This is an optimization exercise on Yosys and OpenROAD, whose aim is small area, a short achievable clock period and few clock cycles, not a production implementation. The RTL was checked by simulation tests, not by an equivalence proof against the original design.

==> design.v <==
`default_nettype none
package vrm_pkg;
    localparam int unsigned SEQ_W      = 64;
    localparam int unsigned TIME_W     = 64;
    localparam int unsigned HOST_W     = 63;
    localparam int unsigned ADV_W      = 31;
    localparam int unsigned RATE_W     = 32;
    localparam int unsigned VERDICT_W  = 3;
    localparam int unsigned PPM_W      = 20;
    localparam int unsigned WIN_W      = 40;
    localparam int unsigned SLEW_W     = 30;
    localparam int unsigned STREAK_W   = 8;
    localparam int unsigned MUL_W      = 32;
    localparam int unsigned CFG_IDX_W  = 3;
    localparam int unsigned CFG_DATA_W = 40;
    localparam logic REQ_SETUP  = 1'b0;
    localparam logic REQ_VBLANK = 1'b1;
    localparam logic [VERDICT_W-1:0] V_NONE      = 3'd0;
    localparam logic [VERDICT_W-1:0] V_IN_BAND   = 3'd1;
    localparam logic [VERDICT_W-1:0] V_CANDIDATE = 3'd2;
    localparam logic [VERDICT_W-1:0] V_CONFIRMED = 3'd3;
    localparam logic [VERDICT_W-1:0] V_DISCARDED = 3'd4;
    localparam logic [CFG_IDX_W-1:0] CFG_CLOCK_RATE   = 3'd0;
    localparam logic [CFG_IDX_W-1:0] CFG_WINDOW       = 3'd1;
    localparam logic [CFG_IDX_W-1:0] CFG_MISMATCH_MIN = 3'd2;
    localparam logic [CFG_IDX_W-1:0] CFG_MISMATCH_MAX = 3'd3;
    localparam logic [CFG_IDX_W-1:0] CFG_AGREE        = 3'd4;
    localparam logic [CFG_IDX_W-1:0] CFG_MAX_SLEW     = 3'd5;
    localparam logic [RATE_W-1:0] CLOCK_RATE_RST   = 32'd0;
    localparam logic [WIN_W-1:0]  WINDOW_RST       = 40'd5000000000;
    localparam logic [PPM_W-1:0]  MISMATCH_MIN_RST = 20'd300;
    localparam logic [PPM_W-1:0]  MISMATCH_MAX_RST = 20'd5000;
    localparam logic [PPM_W-1:0]  AGREE_RST        = 20'd100;
    localparam logic [SLEW_W-1:0] MAX_SLEW_RST     = 30'd1000000;
    localparam logic [MUL_W-1:0]    NS_PER_S    = 32'd1000000000;
    localparam logic [MUL_W-1:0]    PPM_SCALE   = 32'd1000000;
    localparam logic [ADV_W-1:0]    SEQ_ADV_MAX = 31'h7FFF_FFFF;
    localparam logic [RATE_W-1:0]   RATE_MAX    = 32'hFFFF_FFFF;
    localparam logic [STREAK_W-1:0] WARN_STREAK = 8'd3;
    localparam logic [STREAK_W-1:0] STREAK_MAX  = 8'hFF;
    typedef struct packed {
        logic              req_type;
        logic [SEQ_W-1:0]  vblank_seq;
        logic [TIME_W-1:0] vblank_time_ns;
        logic [HOST_W-1:0] host_time_ns;
    } vrm_req_t;
    typedef struct packed {
        logic [ADV_W-1:0]     seq_advance;
        logic [TIME_W-1:0]    corrected_time_ns;
        logic [VERDICT_W-1:0] verdict;
        logic [RATE_W-1:0]    measured_rate_q;
        logic                 streak_warning;
    } vrm_res_t;
    typedef struct packed {
        logic [RATE_W-1:0] clock_rate_q;
        logic [WIN_W-1:0]  window_ns;
        logic [PPM_W-1:0]  mismatch_min_ppm;
        logic [PPM_W-1:0]  mismatch_max_ppm;
        logic [PPM_W-1:0]  agree_ppm;
        logic [SLEW_W-1:0] max_slew_ns;
    } vrm_cfg_t;
endpackage
`default_nettype wire
`default_nettype none
import vrm_pkg::*;
module vrm_engine
(
    input  logic     clk,
    input  logic     rst_n,
    input  vrm_pkg::vrm_cfg_t cfg,
    input  logic     start,
    input  vrm_pkg::vrm_req_t req,
    output logic          idle,
    output logic          res_valid,
    input  logic     res_ready,
    output vrm_pkg::vrm_res_t      res
);
    localparam int unsigned CNT_W = $clog2(RATE_W);
    localparam logic [4:0] S_IDLE   = 5'd0;
    localparam logic [4:0] S_DRIFT  = 5'd1;
    localparam logic [4:0] S_NEG    = 5'd2;
    localparam logic [4:0] S_OFFS   = 5'd3;
    localparam logic [4:0] S_COR    = 5'd4;
    localparam logic [4:0] S_ADV    = 5'd5;
    localparam logic [4:0] S_DT     = 5'd6;
    localparam logic [4:0] S_WIN    = 5'd7;
    localparam logic [4:0] S_DSEQ   = 5'd8;
    localparam logic [4:0] S_MLO    = 5'd9;
    localparam logic [4:0] S_MHI    = 5'd10;
    localparam logic [4:0] S_MACC   = 5'd11;
    localparam logic [4:0] S_SAT    = 5'd12;
    localparam logic [4:0] S_DIV    = 5'd13;
    localparam logic [4:0] S_AD     = 5'd14;
    localparam logic [4:0] S_ABS    = 5'd15;
    localparam logic [4:0] S_DEVM   = 5'd16;
    localparam logic [4:0] S_LIMM   = 5'd17;
    localparam logic [4:0] S_CMPA   = 5'd18;
    localparam logic [4:0] S_MINM   = 5'd19;
    localparam logic [4:0] S_CMPMIN = 5'd20;
    localparam logic [4:0] S_EMIT   = 5'd21;
    logic [4:0]          state_reg;
    logic [4:0]          state_next;
    logic                running_reg;
    logic [SEQ_W-1:0]    last_seq_reg;
    logic [TIME_W-1:0]   offset_reg;
    logic [SEQ_W-1:0]    anchor_seq_reg;
    logic [TIME_W-1:0]   anchor_time_reg;
    logic                anchor_valid_reg;
    logic [RATE_W-1:0]   pending_reg;
    logic [STREAK_W-1:0] streak_reg;
    logic [SEQ_W-1:0]     seq_reg;
    logic [TIME_W-1:0]    vt_reg;
    logic [63:0]          tmp_reg;
    logic [63:0]          neg_reg;
    logic [TIME_W-1:0]    dt_reg;
    logic [61:0]          plo_reg;
    logic [63:0]          mul_reg;
    logic [63:0]          dev_reg;
    logic [63:0]          rem_reg;
    logic [RATE_W-1:0]    nsh_reg;
    logic [RATE_W-1:0]    q_reg;
    logic [CNT_W-1:0]     cnt_reg;
    logic                 neg_flag_reg;
    logic                 phase_reg;
    logic [ADV_W-1:0]     adv_reg;
    logic [TIME_W-1:0]    cor_reg;
    logic [VERDICT_W-1:0] verdict_reg;
    logic [RATE_W-1:0]    rate_reg;
    logic                 warn_reg;
    logic [64:0]         add_a;
    logic [64:0]         add_b;
    logic                add_sub;
    logic [65:0]         add_res;
    logic                add_borrow;
    logic [MUL_W-1:0]    mul_a;
    logic [MUL_W-1:0]    mul_b;
    logic [63:0]         mul_p;
    logic [RATE_W-1:0]   ref_rate;
    logic [WIN_W-1:0]    win;
    logic [63:0]         p_mid;
    logic                rate_sat;
    logic [64:0]         div_shift;
    logic                div_ge;
    logic                div_last;
    logic [STREAK_W-1:0] streak_inc;
    logic                take_vblank;
    assign ref_rate    = phase_reg ? pending_reg : cfg.clock_rate_q;
    assign win         = (cfg.window_ns == '0) ? WIN_W'(1) : cfg.window_ns;
    assign p_mid       = {tmp_reg[39:0], plo_reg[31:8]};
    assign div_shift   = {rem_reg, nsh_reg[RATE_W-1]};
    assign div_last    = (cnt_reg == CNT_W'(RATE_W - 1));
    assign streak_inc  = (streak_reg == STREAK_MAX) ? streak_reg : streak_reg + 8'd1;
    assign take_vblank = start && (req.req_type == REQ_VBLANK) && running_reg
                         && (req.vblank_seq != last_seq_reg);
    always_comb
    begin
        add_a   = '0;
        add_b   = '0;
        add_sub = 1'b1;
        case (state_reg)
            S_IDLE:
            begin
                add_a = {2'b0, req.host_time_ns};
                add_b = {1'b0, req.vblank_time_ns};
            end
            S_DRIFT:
            begin
                add_a = {1'b0, tmp_reg};
                add_b = {1'b0, offset_reg};
            end
            S_NEG:
            begin
                add_b = {1'b0, tmp_reg};
            end
            S_OFFS:
            begin
                add_a = {1'b0, offset_reg};
                if (!tmp_reg[63] && (tmp_reg > {34'b0, cfg.max_slew_ns}))
                begin
                    add_b   = {35'b0, cfg.max_slew_ns};
                    add_sub = 1'b0;
                end
                else if (tmp_reg[63] && (neg_reg > {34'b0, cfg.max_slew_ns}))
                begin
                    add_b = {35'b0, cfg.max_slew_ns};
                end
                else
                begin
                    add_b   = {1'b0, tmp_reg};
                    add_sub = 1'b0;
                end
            end
            S_COR:
            begin
                add_a   = {1'b0, vt_reg};
                add_b   = {1'b0, offset_reg};
                add_sub = 1'b0;
            end
            S_ADV:
            begin
                add_a = {1'b0, seq_reg};
                add_b = {1'b0, last_seq_reg};
            end
            S_DT:
            begin
                add_a = {1'b0, vt_reg};
                add_b = {1'b0, anchor_time_reg};
            end
            S_WIN:
            begin
                add_a = {1'b0, dt_reg};
                add_b = {25'b0, win};
            end
            S_DSEQ:
            begin
                add_a = {1'b0, seq_reg};
                add_b = {1'b0, anchor_seq_reg};
            end
            S_MACC:
            begin
                add_a   = {1'b0, mul_reg};
                add_b   = {35'b0, plo_reg[61:32]};
                add_sub = 1'b0;
            end
            S_SAT:
            begin
                add_a = {1'b0, p_mid};
                add_b = {1'b0, dt_reg};
            end
            S_DIV:
            begin
                add_a = div_shift;
                add_b = {1'b0, dt_reg};
            end
            S_AD:
            begin
                add_a = {33'b0, rate_reg};
                add_b = {33'b0, ref_rate};
            end
            S_ABS:
            begin
                add_a = {33'b0, ref_rate};
                add_b = {33'b0, rate_reg};
            end
            S_CMPA:
            begin
                if (phase_reg)
                begin
                    add_a = {1'b0, dev_reg};
                    add_b = {1'b0, mul_reg};
                end
                else
                begin
                    add_a = {1'b0, mul_reg};
                    add_b = {1'b0, dev_reg};
                end
            end
            S_CMPMIN:
            begin
                add_a = {1'b0, mul_reg};
                add_b = {1'b0, dev_reg};
            end
            default:
            begin
            end
        endcase
    end
    assign add_res    = add_sub ? ({1'b0, add_a} - {1'b0, add_b})
                                : ({1'b0, add_a} + {1'b0, add_b});
    assign add_borrow = add_res[65];
    assign div_ge     = !add_borrow;
    assign rate_sat   = (|tmp_reg[61:40]) || !add_borrow;
    always_comb
    begin
        mul_a = '0;
        mul_b = '0;
        case (state_reg)
            S_MLO:
            begin
                mul_a = tmp_reg[31:0];
                mul_b = NS_PER_S;
            end
            S_MHI:
            begin
                mul_a = tmp_reg[63:32];
                mul_b = NS_PER_S;
            end
            S_DEVM:
            begin
                mul_a = tmp_reg[31:0];
                mul_b = PPM_SCALE;
            end
            S_LIMM:
            begin
                mul_a = ref_rate;
                mul_b = phase_reg ? {12'b0, cfg.agree_ppm} : {12'b0, cfg.mismatch_max_ppm};
            end
            S_MINM:
            begin
                mul_a = cfg.clock_rate_q;
                mul_b = {12'b0, cfg.mismatch_min_ppm};
            end
            default:
            begin
            end
        endcase
    end
    assign mul_p = mul_a * mul_b;
    always_comb
    begin
        state_next = state_reg;
        case (state_reg)
            S_IDLE:   if (take_vblank) state_next = S_DRIFT;
            S_DRIFT:  state_next = S_NEG;
            S_NEG:    state_next = S_OFFS;
            S_OFFS:   state_next = S_COR;
            S_COR:    state_next = S_ADV;
            S_ADV:    state_next = anchor_valid_reg ? S_DT : S_EMIT;
            S_DT:     state_next = S_WIN;
            S_WIN:    state_next = add_borrow ? S_EMIT : S_DSEQ;
            S_DSEQ:   state_next = S_MLO;
            S_MLO:    state_next = S_MHI;
            S_MHI:    state_next = S_MACC;
            S_MACC:   state_next = S_SAT;
            S_SAT:
            begin
                if (!rate_sat)
                    state_next = S_DIV;
                else
                    state_next = (cfg.clock_rate_q == '0) ? S_EMIT : S_AD;
            end
            S_DIV:
            begin
                if (div_last)
                    state_next = (cfg.clock_rate_q == '0) ? S_EMIT : S_AD;
            end
            S_AD:     state_next = S_ABS;
            S_ABS:    state_next = S_DEVM;
            S_DEVM:   state_next = S_LIMM;
            S_LIMM:   state_next = S_CMPA;
            S_CMPA:   state_next = (phase_reg || add_borrow) ? S_EMIT : S_MINM;
            S_MINM:   state_next = S_CMPMIN;
            S_CMPMIN: state_next = (add_borrow && (pending_reg != '0)) ? S_AD : S_EMIT;
            S_EMIT:   if (res_ready) state_next = S_IDLE;
            default:  state_next = S_IDLE;
        endcase
    end
    always_ff @(posedge clk or negedge rst_n)
    begin
        if (!rst_n)
        begin
            state_reg        <= S_IDLE;
            running_reg      <= 1'b0;
            last_seq_reg     <= '0;
            offset_reg       <= '0;
            anchor_seq_reg   <= '0;
            anchor_time_reg  <= '0;
            anchor_valid_reg <= 1'b0;
            pending_reg      <= '0;
            streak_reg       <= '0;
        end
        else
        begin
            state_reg <= state_next;
            case (state_reg)
                S_IDLE:
                begin
                    if (start && (req.req_type == REQ_SETUP))
                    begin
                        running_reg      <= 1'b1;
                        last_seq_reg     <= req.vblank_seq;
                        offset_reg       <= add_res[63:0];
                        anchor_seq_reg   <= '0;
                        anchor_time_reg  <= '0;
                        anchor_valid_reg <= 1'b0;
                        pending_reg      <= '0;
                    end
                end
                S_OFFS:
                begin
                    offset_reg <= add_res[63:0];
                end
                S_ADV:
                begin
                    last_seq_reg <= seq_reg;
                    if (!anchor_valid_reg)
                    begin
                        anchor_seq_reg   <= seq_reg;
                        anchor_time_reg  <= vt_reg;
                        anchor_valid_reg <= 1'b1;
                    end
                end
                S_DSEQ:
                begin
                    anchor_seq_reg  <= seq_reg;
                    anchor_time_reg <= vt_reg;
                end
                S_CMPA:
                begin
                    if (!phase_reg && add_borrow)
                    begin
                        streak_reg  <= streak_inc;
                        pending_reg <= '0;
                    end
                    else if (phase_reg && add_borrow)
                    begin
                        streak_reg  <= '0;
                        running_reg <= 1'b0;
                    end
                    else if (phase_reg)
                    begin
                        pending_reg <= rate_reg;
                    end
                end
                S_CMPMIN:
                begin
                    if (!add_borrow)
                    begin
                        pending_reg <= '0;
                        streak_reg  <= '0;
                    end
                    else if (pending_reg == '0)
                    begin
                        pending_reg <= rate_reg;
                    end
                end
                default:
                begin
                end
            endcase
        end
    end
    always_ff @(posedge clk)
    begin
        case (state_reg)
            S_IDLE:
            begin
                if (take_vblank)
                begin
                    seq_reg     <= req.vblank_seq;
                    vt_reg      <= req.vblank_time_ns;
                    tmp_reg     <= add_res[63:0];
                    verdict_reg <= V_NONE;
                    rate_reg    <= '0;
                    warn_reg    <= 1'b0;
                end
            end
            S_DRIFT: tmp_reg <= add_res[63:0];
            S_NEG:   neg_reg <= add_res[63:0];
            S_COR:   cor_reg <= add_res[63:0];
            S_ADV:   adv_reg <= (|add_res[63:ADV_W]) ? SEQ_ADV_MAX : add_res[ADV_W-1:0];
            S_DT:    dt_reg  <= add_res[63:0];
            S_DSEQ:  tmp_reg <= add_res[63:0];
            S_MLO:   mul_reg <= mul_p;
            S_MHI:
            begin
                plo_reg <= mul_reg[61:0];
                mul_reg <= mul_p;
            end
            S_MACC:  tmp_reg <= add_res[63:0];
            S_SAT:
            begin
                rem_reg   <= p_mid;
                nsh_reg   <= {plo_reg[7:0], 24'b0};
                q_reg     <= '0;
                cnt_reg   <= '0;
                phase_reg <= 1'b0;
                if (rate_sat)
                    rate_reg <= RATE_MAX;
            end
            S_DIV:
            begin
                rem_reg <= div_ge ? add_res[63:0] : div_shift[63:0];
                nsh_reg <= {nsh_reg[RATE_W-2:0], 1'b0};
                q_reg   <= {q_reg[RATE_W-2:0], div_ge};
                cnt_reg <= cnt_reg + CNT_W'(1);
                if (div_last)
                    rate_reg <= {q_reg[RATE_W-2:0], div_ge};
            end
            S_AD:
            begin
                tmp_reg      <= add_res[63:0];
                neg_flag_reg <= add_borrow;
            end
            S_ABS:
            begin
                if (neg_flag_reg)
                    tmp_reg <= add_res[63:0];
            end
            S_DEVM:  mul_reg <= mul_p;
            S_LIMM:
            begin
                dev_reg <= mul_reg;
                mul_reg <= mul_p;
            end
            S_CMPA:
            begin
                if (!phase_reg && add_borrow)
                begin
                    verdict_reg <= V_DISCARDED;
                    warn_reg    <= (streak_inc == WARN_STREAK);
                end
                else if (phase_reg)
                begin
                    verdict_reg <= add_borrow ? V_CONFIRMED : V_CANDIDATE;
                end
            end
            S_MINM:  mul_reg <= mul_p;
            S_CMPMIN:
            begin
                if (!add_borrow)
                    verdict_reg <= V_IN_BAND;
                else if (pending_reg == '0)
                    verdict_reg <= V_CANDIDATE;
                else
                    phase_reg <= 1'b1;
            end
            default:
            begin
            end
        endcase
    end
    assign idle      = (state_reg == S_IDLE);
    assign res_valid = (state_reg == S_EMIT);
    always_comb
    begin
        res.seq_advance       = adv_reg;
        res.corrected_time_ns = cor_reg;
        res.verdict           = verdict_reg;
        res.measured_rate_q   = rate_reg;
        res.streak_warning    = warn_reg;
    end
endmodule
`default_nettype wire
`default_nettype none
import vrm_pkg::*;
module vblank_rate_monitor_core
(
    input  logic                  clk,
    input  logic                  rst_n,
    input  logic                  in_valid,
    output logic                       in_stall,
    input  vrm_pkg::vrm_req_t              in_req,
    output logic                       out_valid,
    input  logic                  out_stall,
    output vrm_pkg::vrm_res_t                   out_res,
    input  logic                  cfg_we,
    input  logic [CFG_IDX_W-1:0]  cfg_index,
    input  logic [CFG_DATA_W-1:0] cfg_data
);
    vrm_pkg::vrm_cfg_t cfg_reg;
    logic     out_valid_reg;
    vrm_pkg::vrm_res_t out_res_reg;
    logic     eng_idle;
    logic     eng_res_valid;
    vrm_pkg::vrm_res_t eng_res;
    logic     out_free;
    always_ff @(posedge clk or negedge rst_n)
    begin
        if (!rst_n)
        begin
            cfg_reg.clock_rate_q     <= CLOCK_RATE_RST;
            cfg_reg.window_ns        <= WINDOW_RST;
            cfg_reg.mismatch_min_ppm <= MISMATCH_MIN_RST;
            cfg_reg.mismatch_max_ppm <= MISMATCH_MAX_RST;
            cfg_reg.agree_ppm        <= AGREE_RST;
            cfg_reg.max_slew_ns      <= MAX_SLEW_RST;
        end
        else if (cfg_we)
        begin
            case (cfg_index)
                CFG_CLOCK_RATE:   cfg_reg.clock_rate_q     <= cfg_data[RATE_W-1:0];
                CFG_WINDOW:       cfg_reg.window_ns        <= cfg_data[WIN_W-1:0];
                CFG_MISMATCH_MIN: cfg_reg.mismatch_min_ppm <= cfg_data[PPM_W-1:0];
                CFG_MISMATCH_MAX: cfg_reg.mismatch_max_ppm <= cfg_data[PPM_W-1:0];
                CFG_AGREE:        cfg_reg.agree_ppm        <= cfg_data[PPM_W-1:0];
                CFG_MAX_SLEW:     cfg_reg.max_slew_ns      <= cfg_data[SLEW_W-1:0];
                default:
                begin
                end
            endcase
        end
    end
    assign in_stall = !eng_idle;
    assign out_free = !out_valid_reg || !out_stall;
    vrm_engine u_engine (
        .clk       (clk),
        .rst_n     (rst_n),
        .cfg       (cfg_reg),
        .start     (in_valid && eng_idle),
        .req       (in_req),
        .idle      (eng_idle),
        .res_valid (eng_res_valid),
        .res_ready (out_free),
        .res       (eng_res)
    );
    always_ff @(posedge clk or negedge rst_n)
    begin
        if (!rst_n)
            out_valid_reg <= 1'b0;
        else if (eng_res_valid && out_free)
            out_valid_reg <= 1'b1;
        else if (!out_stall)
            out_valid_reg <= 1'b0;
    end
    always_ff @(posedge clk)
    begin
        if (eng_res_valid && out_free)
            out_res_reg <= eng_res;
    end
    assign out_valid = out_valid_reg;
    assign out_res   = out_res_reg;
endmodule
`default_nettype wire
`default_nettype none
import vrm_pkg::*;
module vblank_rate_monitor
(
    input  logic                  clk,
    input  logic                  rst_n,
    input  logic                  in_valid,
    output logic                       in_stall,
    input  logic                  in_req_type,
    input  logic [SEQ_W-1:0]      in_vblank_seq,
    input  logic [TIME_W-1:0]     in_vblank_time_ns,
    input  logic [HOST_W-1:0]     in_host_time_ns,
    output logic                       out_valid,
    input  logic                  out_stall,
    output logic [ADV_W-1:0]           out_seq_advance,
    output logic [TIME_W-1:0]          out_corrected_time_ns,
    output logic [VERDICT_W-1:0]       out_verdict,
    output logic [RATE_W-1:0]          out_measured_rate_q,
    output logic                       out_streak_warning,
    input  logic                  cfg_we,
    input  logic [CFG_IDX_W-1:0]  cfg_index,
    input  logic [CFG_DATA_W-1:0] cfg_data
);
    vrm_pkg::vrm_req_t req;
    vrm_pkg::vrm_res_t res;
    assign req.req_type       = in_req_type;
    assign req.vblank_seq     = in_vblank_seq;
    assign req.vblank_time_ns = in_vblank_time_ns;
    assign req.host_time_ns   = in_host_time_ns;
    vblank_rate_monitor_core u_core (
        .clk       (clk),
        .rst_n     (rst_n),
        .in_valid  (in_valid),
        .in_stall  (in_stall),
        .in_req    (req),
        .out_valid (out_valid),
        .out_stall (out_stall),
        .out_res   (res),
        .cfg_we    (cfg_we),
        .cfg_index (cfg_index),
        .cfg_data  (cfg_data)
    );
    assign out_seq_advance       = res.seq_advance;
    assign out_corrected_time_ns = res.corrected_time_ns;
    assign out_verdict           = res.verdict;
    assign out_measured_rate_q   = res.measured_rate_q;
    assign out_streak_warning    = res.streak_warning;
endmodule
`default_nettype wire
==> run.sh <==
#!/bin/bash
# synth_recipe.tcl (not shown) runs the flow's synth.tcl, then flattens the netlist and writes it again
# the make line also repeats each setting of config.mk as NAME=value (left out here)
make -C /OpenROAD-flow-scripts/flow DESIGN_CONFIG=/design/flow/config.mk WORK_HOME=/design/flow/orfs CLKGATE_MAP_FILE= SYNTH_SCRIPT=/design/flow/synth_recipe.tcl finish
==> config.mk <==
export PLATFORM = sky130hd
export DESIGN_NAME = vblank_rate_monitor
export DESIGN_NICKNAME = vblank_rate_monitor
export VERILOG_FILES = /design/flow/design.v
export SDC_FILE = /design/flow/constraint.sdc
export NUM_CORES = 4
export LEC_CHECK = 0
export CAP_MARGIN = 20
export CORE_MARGIN = 2
export CORE_UTILIZATION = 40
export SLEW_MARGIN = 20
==> constraint.sdc <==
create_clock -name core_clock -period 12.0 [get_ports {clk}]
set_input_delay 2.4000 -clock core_clock [delete_from_list [all_inputs] [get_ports {clk}]]
set_output_delay 2.4000 -clock core_clock [all_outputs]
set_load 0.01 [all_outputs]
==> impl_metrics.json <==
{
  "outcome": "timing/DRC/antenna clean",
  "min-delay-path-class": "flip-flop to flip-flop",
  "hp-start": "u_core.u_engine.cor_reg[46]",
  "slew_headroom_pct": 12.9,
  "avgSynthCellArea_um2": 10.8,
  "ys.flop_type": "edfxtp_1",
  "synthArstFlopShare_pct": 34.6,
  "min_period_ns": 11.50,
  "areaGrowthSynthToFinish_pct": 16.6,
  "fin_area_um2": 107000,
  "rsz0062_at_grt": "false",
  "synthesis.instances": 8525,
  "die_w_um": 483,
  "synth_nets": 9952,
  "clk_latency_ns": 0.85,
  "skew_ns": 0.0453,
  "synth.top_cells.by_area": "edfxtp_1, fa_1, dfrtp_1, ha_1, nand2_1",
  "slew_viol_final": 0,
  "start_util_pct": 40.3,
  "path_class": "flip-flop to flip-flop",
  "grt_pass1_vias": 75524,
  "fin_setup_tns_ns": 0,
  "grt_use_total_pct": 36.2,
  "global_route.overflow_total": 0,
  "tightest_slew_ns": 1.30,
  "ctsHoldBuffers": 0,
  "yosysMostFrequentCell": "nand2_1",
  "cts_tree": "done",
  "arrival_ns": 12.08,
  "die_y_um": 483,
  "clk_path_buf_depth": 3,
  "post-route-util_pct": 47.0,
  "routed-via-count": 76521,
  "numCtsBuffers": 154,
  "drc": 0,
  "critPathLaunchType": "flip-flop",
  "largest_reg_flops": 162,
  "post_cts.repair.setup_buffers": 0,
  "whs_ns": 0.404,
  "cts.clk_slew.worst_paths_ns": 0.06,
  "endpoint_kind": "flip-flop",
  "yosysTopAreaCellShare_pct": 28.8,
  "grt_pass1_wl_um": 597000,
  "startpoint": "u_core.cfg_reg[27]",
  "cp_slowest_stage_delay_ns": 0.87,
  "drtIter0Drc": 11460,
  "routed_wl_um": 430000,
  "dp_hpwl_um": 327000,
  "synth-edff-count": 882,
  "setup_viol": 0,
  "period_share_pct": 95.8,
  "wire_per_inst_um": 35.2,
  "cts_max_level": 4,
  "detail_route.vias_per_cell": 6.26,
  "maxCapViolCount": 0,
  "dieArea_um2": 233000,
  "synth_commonest_cells": "nand2_1, inv_1, edfxtp_1",
  "fmax_mhz": 86.9,
  "grt_start_max_net_pins": 178,
  "antenna_found_initial": 42,
  "rr_startpoint": "u_core.cfg_reg[27]",
  "ios": 373,
  "ant_nets": 0,
  "cts-resized-gates": 0,
  "gp_congestion": 1.03,
  "drt_pre_antenna_iters": 9,
  "placed_cell_area_um2": 102000,
  "port_buffers": 372,
  "critPathMaxFanout": 31,
  "yosysTopAreaCell": "edfxtp_1",
  "ys_warn_count": 2,
  "num_rows": 175,
  "clock-sinks": 1348,
  "layout-drive-gt1-share_pct": 12.0,
  "core_um2": 228000,
  "synth.cell_area_um2": 91900,
  "synth_cell_types": 87,
  "fin_nets": 10489,
  "seq_area_frac_synth_pct": 41.6,
  "ys_ff_latch": 1348,
  "crit_required_ns": 12.58,
  "crit_slowest_cell": "nor4_1",
  "final-hold-violation-count": 0,
  "cts_root_buffer": "clkbuf_16"
}
[worst paths after layout]
check,endpoint,slack [ns],cells after the start
max,u_core.u_engine.adv_reg[3],0.50,36
min,u_core.out_res_reg[82],0.40,0
max reg2reg,u_core.u_engine.adv_reg[3],0.50,36
min reg2reg,u_core.out_res_reg[82],0.40,0
max in group asynchronous,u_core.u_engine.offset_reg[49],8.11,3
min in group asynchronous,u_core.u_engine.last_seq_reg[4],1.57,1
[per-stage QoR]
step,worst slack (ns),cells
4_1_cts,0.803,12204
3_3_place_gp,0.476,11915
3_5_place_dp,0.576,11915
5_1_grt,0.454,12206
6_report,0.498,12216
2_1_floorplan,0.666,8525
[worst max-delay path: cells and delay by family (launching register included)]
family | cells | cell delay (ns)
buffers and inverters | 7 | 1.34
AO/OA/AOI/OAI | 10 | 3.12
AND/OR/NAND/NOR | 15 | 5.25
adder cells (fa/ha/maj) | 2 | 0.54
flip-flops | 1 | 0.35
XOR/XNOR | 2 | 0.53
[cell type report]
cell class	instances	area (um2)
well taps	3009	3760
diodes	12	30.0
flip-flops and latches	1348	38200
fillers	20948	121000
multi-input cells	5796	48900
clock inverters	77	882
repair buffers	867	7730
inverters	895	3370
clock buffers	212	4290
[cells in the final DEF, fill, tap and decap left out, types with 49 or more instances in the layout]
master | Yosys | final
clkdlybuf4s50_1 | 0 | 371
edfxtp_1 | 882 | 882
inv_1 | 894 | 891
nor4_1 | 87 | 82
nand2_1 | 1092 | 1087
xnor2_1 | 112 | 106
a221o_1 | 52 | 52
ha_1 | 444 | 444
a22o_1 | 160 | 160
clkbuf_16 | 0 | 159
and2_1 | 63 | 63
nor2_1 | 486 | 481
nor3_1 | 64 | 55
nand4_1 | 130 | 130
a21o_1 | 90 | 90
a21oi_1 | 256 | 251
a221oi_1 | 143 | 137
buf_4 | 3 | 472
fa_1 | 743 | 743
dfrtp_1 | 436 | 436
mux2i_1 | 65 | 65
a22oi_1 | 347 | 347
nand3_1 | 257 | 257
nand2b_1 | 49 | 49
o22ai_1 | 69 | 69
mux2_2 | 233 | 233
xor2_1 | 122 | 121
o21ai_0 | 271 | 267
[metal layers]
metal / vias up / track usage, % / part of all wire [%] / wire length (um)
met4: 28 / 20.9 / 7.0 / 30300
met5: - / 0 / 0.043 / 186
met1: 38835 / 47.9 / 39 / 166000
met2: 5415 / 50.3 / 40 / 173000
li1: 31136 / - / - / -
met3: 1107 / 14.0 / 14 / 60100
[cells by family after synthesis]
family / Yosys count / synth area share (%)
AOI/OAI and AO/OA: 1682 / 12.9
xor gates and xnor gates: 235 / 2.26
adders and majority gates: 1187 / 22.2
buffers and inverters: 1381 / 5.69
DFF: 1348 / 41.6
muxes: 298 / 3.56
and+or+nand+nor: 2394 / 11.7
Testbench counts, summed over its fixed seeds: cycles 65,877.

[separate check: timing with driven ports]
How much do the figures lean on ideal ports? The routed layout below was timed once more, with nothing changed but the port constraints.
Step 1 sets driving cells, clkbuf_16 on the clock port and buf_2 on the other inputs (assumed; they add their load-dependent delay and slew).
Step 2, shift: input delay + t, output delay - t, t = (earliest + latest rising clock arrival at the registers) / 2. This alone moves slack from input paths to output paths.
a / b / c = no drivers / after step 1 / after step 2; a / b = the first two.
t, ns: 0.939
slack for setup (ns): 0.498 / 0.498 / 0.293
worst data-port slew with drivers (ns): 0.16
After both steps this run still meets setup and hold. For this run, drivers alone change the setup slack by 0.000 ns; drivers and shift together by -0.205 ns.
